Context: an optimization exercise on an open-source flow, tuned for small area, a short achievable clock period and few clock cycles per item. The choices shown serve that exercise and are no tape-out recipe.
Power figures rest on the tool's default switching activity, not on a simulated workload.

// conv3x3_stream_engine
module conv3x3_stream_engine #(
    parameter int BIT_DEPTH = 8,
    parameter int IMG_W     = 28,
    parameter int IMG_H     = 28,
    parameter int ACC_W     = 20,
    parameter int ADDR_W    = 10
) (
    input  logic                 clk,
    input  logic                 rst,
    input  logic                 kernel_wr_en,
    input  logic [3:0]           kernel_wr_addr,
    input  logic [BIT_DEPTH-1:0] kernel_wr_data,
    input  logic                 start,
    input  logic [1:0]           stride,
    input  logic                 relu_en,
    input  logic [4:0]           shift_amt,
    input  logic                 pix_valid,
    input  logic [BIT_DEPTH-1:0] pix_data,
    output logic                 pix_ready,
    output logic                 out_valid,
    output logic [BIT_DEPTH-1:0] out_data,
    output logic [ADDR_W-1:0]    out_addr,
    input  logic                 out_ready,
    output logic                 busy,
    output logic                 done
);
Size: roughly 2600 cells after synthesis, about 740 flip-flops, roughly 56 I/O pins, about 38000 µm² of cells after synthesis.
Settings: LEC_CHECK=0, CAP_MARGIN=50, CORE_MARGIN=2, CORE_UTILIZATION=40, SLEW_MARGIN=70, SYNTH_HIERARCHICAL=1; clock period 13.0 ns.
standard.sh (not shown) runs the stock make flow with config.mk's settings and CLKGATE_MAP_FILE= SYNTH_SCRIPT=/design/flow/synth_recipe.tcl, a recipe that flattens the netlist after the stock synthesis.
==> flow/flow/run.sh <==
#!/bin/bash
# Own layout flow: the standard synthesis and layout, with two changes to
# how the layout is made:
#  - ports are buffered with sky130_fd_sc_hd__buf_2 instead of the default
#    buffer the flow picks (a slow clock-delay cell);
#  - delay cells (clkdlybuf*, dlygate*, dlymetal*) are not used by the
#    resizer's slew/capacitance repair on signal nets.
# Each run of standard.sh writes its full output to a log file here.
set -euo pipefail
bash standard.sh synth > synth.log 2>&1
export BUFFER_PORTS_ARGS="-buffer_cell sky130_fd_sc_hd__buf_2"
export DONT_USE_CELLS="sky130_fd_sc_hd__clkdlybuf4s15_1 sky130_fd_sc_hd__clkdlybuf4s15_2 sky130_fd_sc_hd__clkdlybuf4s18_1 sky130_fd_sc_hd__clkdlybuf4s18_2 sky130_fd_sc_hd__clkdlybuf4s25_1 sky130_fd_sc_hd__clkdlybuf4s25_2 sky130_fd_sc_hd__clkdlybuf4s50_1 sky130_fd_sc_hd__clkdlybuf4s50_2 sky130_fd_sc_hd__dlygate4sd1_1 sky130_fd_sc_hd__dlygate4sd2_1 sky130_fd_sc_hd__dlygate4sd3_1 sky130_fd_sc_hd__dlymetal6s2s_1 sky130_fd_sc_hd__dlymetal6s4s_1 sky130_fd_sc_hd__dlymetal6s6s_1"
bash standard.sh > layout.log 2>&1
Next try:
--- a/flow/flow/run.sh
+++ b/flow/flow/run.sh
@@ -5,5 +5,7 @@
 #    buffer the flow picks (a slow clock-delay cell);
 #  - delay cells (clkdlybuf*, dlygate*, dlymetal*) are not used by the
-#    resizer's slew/capacitance repair on signal nets.
+#    resizer's slew/capacitance repair on signal nets;
+#  - the resizer's setup repair aims for 9.3 ns of slack at the design's
+#    13 ns clock, so that it upsizes and buffers the longest paths.
 # Each run of standard.sh writes its full output to a log file here.
 set -euo pipefail
@@ -11,3 +13,4 @@
 export BUFFER_PORTS_ARGS="-buffer_cell sky130_fd_sc_hd__buf_2"
 export DONT_USE_CELLS="sky130_fd_sc_hd__clkdlybuf4s15_1 sky130_fd_sc_hd__clkdlybuf4s15_2 sky130_fd_sc_hd__clkdlybuf4s18_1 sky130_fd_sc_hd__clkdlybuf4s18_2 sky130_fd_sc_hd__clkdlybuf4s25_1 sky130_fd_sc_hd__clkdlybuf4s25_2 sky130_fd_sc_hd__clkdlybuf4s50_1 sky130_fd_sc_hd__clkdlybuf4s50_2 sky130_fd_sc_hd__dlygate4sd1_1 sky130_fd_sc_hd__dlygate4sd2_1 sky130_fd_sc_hd__dlygate4sd3_1 sky130_fd_sc_hd__dlymetal6s2s_1 sky130_fd_sc_hd__dlymetal6s4s_1 sky130_fd_sc_hd__dlymetal6s6s_1"
+export SETUP_SLACK_MARGIN=9.3
 bash standard.sh > layout.log 2>&1
Final cell count went up by a few percent.
First-iteration DRC count went up by a little under a tenth.
Worst hold slack is about the same.
Sequential power is about the same.
Via count went up by a few percent.
Setup slack gains 0.25 ns.
Design area went up by a few percent.
Global-route usage went up by 0.11 points.
Register-to-register slack gains 0.25 ns.
Area after synthesis does not change.
Total power went up by a little under a tenth.
Function was not checked in any run of this note: the RTL went through the layout flow alone.

* * *

the reference run:
conv3x3_stream_engine, a different RTL version from the one above (not shown whole).
For scale: about 2700 cells after synthesis, about 56 I/O pins, ~39000 um2 of cells after synthesis.
==> flow/design.v (excerpt) <==
module conv3x3_stream_engine #(
    parameter int BIT_DEPTH = 8,
    parameter int IMG_W     = 28,
    parameter int IMG_H     = 28,
    parameter int ACC_W     = 20,
    parameter int ADDR_W    = 10
) (
    input  logic                 clk,
    input  logic                 rst,
    input  logic                 kernel_wr_en,
    input  logic [3:0]           kernel_wr_addr,
    input  logic [BIT_DEPTH-1:0] kernel_wr_data,
    input  logic                 start,
    input  logic [1:0]           stride,
    input  logic                 relu_en,
    input  logic [4:0]           shift_amt,
    input  logic                 pix_valid,
    input  logic [BIT_DEPTH-1:0] pix_data,
    output logic                 pix_ready,
    output logic                 out_valid,
    output logic [BIT_DEPTH-1:0] out_data,
    output logic [ADDR_W-1:0]    out_addr,
    input  logic                 out_ready,
    output logic                 busy,
    output logic                 done
);
==> flow/config.mk <==
export PLATFORM = sky130hd
export DESIGN_NAME = conv3x3_stream_engine
export DESIGN_NICKNAME = conv3x3_stream_engine
export VERILOG_FILES = /design/flow/design.v
export SDC_FILE = /design/flow/constraint.sdc
export NUM_CORES = 4
export LEC_CHECK = 0
export CAP_MARGIN = 50
export CORE_MARGIN = 2
export CORE_UTILIZATION = 40
export CTS_BUF_LIST = sky130_fd_sc_hd__clkbuf_8
export CTS_CLUSTER_DIAMETER = 50
export CTS_CLUSTER_SIZE = 14
export SLEW_MARGIN = 70
export SYNTH_HIERARCHICAL = 1
==> flow/constraint.sdc <==
create_clock -name core_clock -period 13.0 [get_ports {clk}]
set_input_delay 2.6000 -clock core_clock [delete_from_list [all_inputs] [get_ports {clk}]]
set_output_delay 2.6000 -clock core_clock [all_outputs]
set_load 0.01 [all_outputs]
==> flow/flow/run.sh <==
#!/bin/bash
# Own layout flow: the standard synthesis and layout, with two changes to
# how the layout is made:
#  - ports are buffered with sky130_fd_sc_hd__buf_2 instead of the default
#    buffer the flow picks (a slow clock-delay cell);
#  - delay cells (clkdlybuf*, dlygate*, dlymetal*) are not used by the
#    resizer's slew/capacitance repair on signal nets.
# Each run of standard.sh writes its full output to a log file here.
set -euo pipefail
bash standard.sh synth > synth.log 2>&1
export BUFFER_PORTS_ARGS="-buffer_cell sky130_fd_sc_hd__buf_2"
export DONT_USE_CELLS="sky130_fd_sc_hd__clkdlybuf4s15_1 sky130_fd_sc_hd__clkdlybuf4s15_2 sky130_fd_sc_hd__clkdlybuf4s18_1 sky130_fd_sc_hd__clkdlybuf4s18_2 sky130_fd_sc_hd__clkdlybuf4s25_1 sky130_fd_sc_hd__clkdlybuf4s25_2 sky130_fd_sc_hd__clkdlybuf4s50_1 sky130_fd_sc_hd__clkdlybuf4s50_2 sky130_fd_sc_hd__dlygate4sd1_1 sky130_fd_sc_hd__dlygate4sd2_1 sky130_fd_sc_hd__dlygate4sd3_1 sky130_fd_sc_hd__dlymetal6s2s_1 sky130_fd_sc_hd__dlymetal6s4s_1 sky130_fd_sc_hd__dlymetal6s6s_1"
bash standard.sh > layout.log 2>&1
The reference run closes out successfully: all stages finished, all timing, DRC and antenna checks passed.
Setup changes, the reference run to the trial run
- changing CORE_UTILIZATION from 40 to 55
==> summary.txt <==
Delta (the trial run minus the reference run): detailed-routing wirelength on met1 moved down, relative contribution of combinational cells to total power -0.8 points.
In the metrics for the reference run and the trial run, the one carrying the lower mean routed wirelength per cell is the reference run.
Non-clock buffer count, the reference run and the trial run: larger value in the reference run
In the flow results for the reference run and the trial run, the arrival time of the worst setup path is larger on the reference run.
No functional check of the RTL was part of any run of this note.

static timing again, ports no longer ideal:
The flow's constraints put no driver on any port. The routed layouts listed below were extracted and timed again, unchanged, in two steps.
Step 1 (the two cells are an assumption about what drives the block):
set clk [get_ports {clk}]
set_driving_cell -lib_cell sky130_fd_sc_hd__clkbuf_16 $clk
set_driving_cell -lib_cell sky130_fd_sc_hd__buf_2 [delete_from_list [all_inputs] $clk]
Step 2 also shifts input and output timing later by t, the mid clock arrival at the registers, as if the neighbouring blocks saw the same clock.
a / b / c = ideal ports / drivers / drivers and shift; a / b = the first two.
run | t (ns) | slack for setup (ns) | clock arrival spread, ns
the first run of note 1 | 0.698 | 8.912 / 8.912 / 8.491 | 0.034 / 0.034
the second run of note 1 | 0.699 | 9.163 / 9.163 / 8.693 | 0.059 / 0.059
the reference run | 0.780 | 9.022 / 9.007 / 8.436 | 0.061 / 0.060
the trial run | 0.756 | 9.102 / 9.043 / 8.491 | 0.047 / 0.047
After both steps every run listed still meets setup and hold. The setup slack of the trial run, which loses most, moves by -0.059 ns with the drivers and by -0.611 ns with both steps.
